This design comes from an exercise in tuning for small area and few clock cycles per item on the open sky130 flow, not from production work.
Function was checked by simulation only, so behaviour that the tests miss may differ from the original.
Power is estimated from default activity; no workload was simulated.

==> flow/design.v <==
module gray_vertical_census_bank #(
  parameter int LANES       = 16,
  parameter int PIX_W       = 8,
  parameter int RADIUS      = 8,
  parameter int FRAME_LINES = 480,
  parameter int INFO_W      = 8
) (
  input  logic                     clk,
  input  logic                     reset,
  input  logic [LANES*PIX_W-1:0]   in_pixels,
  input  logic [INFO_W-1:0]        in_info,
  input  logic                     in_valid,
  output logic                     in_ready,
  input  logic                     cfg_mode,
  input  logic [PIX_W-1:0]         cfg_threshold,
  output logic [2*LANES-1:0]       out_bits,
  output logic [INFO_W-1:0]        out_info,
  output logic                     out_border,
  output logic                     out_last,
  output logic                     out_valid,
  input  logic                     out_ready
);
  localparam int N = 2 * RADIUS + 1;       
  logic        en, accept;
  logic [8:0]  k, k_next;                  
  logic        k_first, k_border, k_last;  
  logic        mode_l;
  logic [7:0]  thr_l;
  logic [12:0] t17;
  logic [13:0] lim_lo, lim_hi;             
  logic [7:0]  win [LANES][N];             
  logic [11:0] lsum [LANES];               
  logic        s1_valid, s1_border, s1_last;
  logic [7:0]  s1_info;
  logic [2*LANES-1:0] bits_next;
  assign en       = !out_valid || out_ready;
  assign in_ready = en;
  assign accept   = in_valid && en;
  assign k_next = k_last ? 9'd0 : k + 9'd1;
  always_ff @(posedge clk) begin
    if (reset) begin
      k        <= '0;
      k_first  <= 1'b1;
      k_border <= 1'b1;
      k_last   <= 1'b0;
    end else if (accept) begin
      k        <= k_next;
      k_first  <= (k_next == 9'd0);
      k_border <= (k_next < 9'd16);
      k_last   <= (k_next == 9'd479);
    end
  end
  always_ff @(posedge clk) begin
    if (accept && k_first) begin
      mode_l <= cfg_mode;
      thr_l  <= cfg_threshold;
    end
  end
  assign t17    = mode_l ? ({1'b0, thr_l, 4'b0} + {5'b0, thr_l}) : 13'd0;
  assign lim_lo = 14'd4335 - {1'b0, t17};
  assign lim_hi = 14'd4335 + {1'b0, t17};
  always_ff @(posedge clk) begin
    if (accept) begin
      for (int i = 0; i < LANES; i++) begin
        win[i][N-1] <= win[i][N-2] | {8{k_border}};
        for (int j = N - 2; j > 1; j--) win[i][j] <= win[i][j-1];
        win[i][1] <= ~win[i][0];
        win[i][0] <= in_pixels[i*PIX_W +: PIX_W];
      end
      s1_info   <= in_info;
      s1_border <= k_border;
      s1_last   <= k_last;
    end
  end
  always_ff @(posedge clk) begin
    if (accept) begin
      for (int i = 0; i < LANES; i++) begin
        logic [11:0] s, cy, z, t;
        logic [12:0] c;
        z = {4'hf, win[i][N-1]};
        for (int b = 0; b < 12; b++) begin
          if (b < 8) {cy[b], s[b]} = 2'(lsum[i][b]) + 2'(win[i][0][b]) + 2'(z[b]);
          else       {cy[b], s[b]} = {lsum[i][b], !lsum[i][b]};
        end
        c[0] = 1'b1;
        for (int b = 0; b < 12; b++) begin
          logic y;
          y = (b > 0) ? cy[b-1] : 1'b0;
          {c[b+1], t[b]} = 2'(s[b]) + 2'(y) + 2'(c[b]);
        end
        lsum[i] <= k_first ? 12'd0 : t;
      end
    end
  end
  always_comb begin
    for (int i = 0; i < LANES; i++) begin
      logic [13:0] l, a, b, c, s1, c1, s2, c2, p;
      logic [7:0]  nc;
      logic [14:0] gl, gh;
      nc = win[i][RADIUS];                           
      l  = {2'b0, lsum[i]};
      a  = {6'b0, win[i][0]};
      b  = {2'b0, nc, 4'b0};
      c  = {6'b0, nc};
      for (int j = 0; j < 14; j++) begin
        {c1[j], s1[j]} = 2'(l[j]) + 2'(a[j]) + 2'(c[j]);
      end
      for (int j = 0; j < 4; j++) begin
        s2[j] = s1[j];
        c2[j] = (j < 3) ? c1[j] : 1'b0;
      end
      for (int j = 4; j < 14; j++)
        {c2[j], s2[j]} = 2'(s1[j]) + 2'(c1[j-1]) + 2'(b[j]);
      begin
        logic [13:0] e, g, h, g1, h1, g2, h2, g3;
        logic [13:0] cr;
        e = {c2[12:0], 1'b0};
        for (int j = 0; j < 14; j++) {g[j], h[j]} = 2'(s2[j]) + 2'(e[j]);
        g1 = g; h1 = h;
        for (int j = 1; j < 14; j += 2) begin
          g1[j] = g[j] | (h[j] & g[j-1]);
          h1[j] = h[j] & h[j-1];
        end
        g2 = g1; h2 = h1;
        for (int j = 3; j < 14; j += 4) begin
          g2[j] = g1[j] | (h1[j] & g1[j-2]);
          h2[j] = h1[j] & h1[j-2];
        end
        g3 = g2;
        g3[7] = g2[7] | (h2[7] & g2[3]);
        cr[0]  = 1'b0;
        cr[1]  = g[0];
        cr[2]  = g1[1];
        cr[4]  = g2[3];
        cr[8]  = g3[7];
        cr[3]  = g[2]   | (h[2]   & cr[2]);
        cr[6]  = g1[5]  | (h1[5]  & cr[4]);
        cr[5]  = g[4]   | (h[4]   & cr[4]);
        cr[7]  = g[6]   | (h[6]   & cr[6]);
        cr[12] = g2[11] | (h2[11] & cr[8]);
        cr[10] = g1[9]  | (h1[9]  & cr[8]);
        cr[9]  = g[8]   | (h[8]   & cr[8]);
        cr[11] = g[10]  | (h[10]  & cr[10]);
        cr[13] = g[12]  | (h[12]  & cr[12]);
        p = h ^ cr;
      end
      gl[0] = 1'b1;
      gh[0] = 1'b1;
      for (int j = 0; j < 14; j++) begin
        gl[j+1] = (p[j] & !lim_lo[j]) | (p[j] & gl[j]) | (!lim_lo[j] & gl[j]);
        gh[j+1] = (!p[j] & lim_hi[j]) | (!p[j] & gh[j]) | (lim_hi[j] & gh[j]);
      end
      bits_next[2*i]   = !s1_border && !gl[14];
      bits_next[2*i+1] = !s1_border && mode_l && !gh[14];
    end
  end
  always_ff @(posedge clk) begin
    if (reset) begin
      s1_valid  <= 1'b0;
      out_valid <= 1'b0;
    end else if (en) begin
      s1_valid  <= accept;
      out_valid <= s1_valid;
    end
  end
  always_ff @(posedge clk) begin
    if (en) begin
      out_bits   <= bits_next;
      out_info   <= s1_info;
      out_border <= s1_border;
      out_last   <= s1_last;
    end
  end
endmodule
Settings: LEC_CHECK=0, CAP_MARGIN=5, CORE_MARGIN=2, CORE_UTILIZATION=70, CTS_BUF_LIST=sky130_fd_sc_hd__clkbuf_16, CTS_CLUSTER_DIAMETER=65, CTS_CLUSTER_SIZE=33, SLEW_MARGIN=5; clock period 6.0 ns.
standard.sh (not shown) runs the stock make flow with config.mk's settings and CLKGATE_MAP_FILE= SYNTH_SCRIPT=/design/flow/synth_recipe.tcl, a recipe that flattens the netlist after the stock synthesis.
==> flow/flow/run.sh <==
#!/bin/bash
# The standard layout, with two changes:
#  - the port buffers are the smallest buffer (buf_1) instead of the default pick;
#  - clock tree synthesis inserts no dummy loads.
# Everything else (synthesis, floorplan, power grid, placement, routing) is
# the standard flow; its output goes to standard.log in this folder.
set -e
export BUFFER_PORTS_ARGS="-buffer_cell sky130_fd_sc_hd__buf_1"
export CTS_ARGS="-sink_clustering_enable -repair_clock_nets -sink_clustering_size 33 -sink_clustering_max_diameter 65 -buf_list sky130_fd_sc_hd__clkbuf_16 -dont_use_dummy_load"
bash standard.sh > standard.log 2>&1
Testbench counts at the start, summed over its fixed seeds: cycles 11,536, items 11,520.
Change:
Settings changed: CAP_MARGIN 5 to 20, SLEW_MARGIN 5 to 20.
After rerunning:
- global-route usage stays the same
- total power is unchanged
- final area is unchanged
- register-to-register slack stays flat
- non-clock buffer count is unchanged
- final cell count stays the same
- synthesized cell count stays the same

==> afterwards: timing with drivers on the ports <==
No port has a modelled driver above. Below, the same layouts with a new extraction and two added sets of constraints.
Step 1 assumes that a clkbuf_16 drives the clock port and a buf_2 every other input.
Step 2, shift: input delay + t, output delay - t, t = (earliest + latest rising clock arrival at the registers) / 2. This alone moves slack from input paths to output paths.
Slacks: ideal ports / drivers / drivers and shift; pairs: ideal ports / drivers.
run	t, ns	slack for setup (ns)	worst setup path at the end	worst slew at a driven data input, ns	pins driven straight from the clock port
the first run	0.837	0.190 / 0.190 / 0.190	register to register	0.11	1
the second run	0.837	0.190 / 0.190 / 0.190	register to register	0.11	1
After both steps every run listed still meets setup and hold.
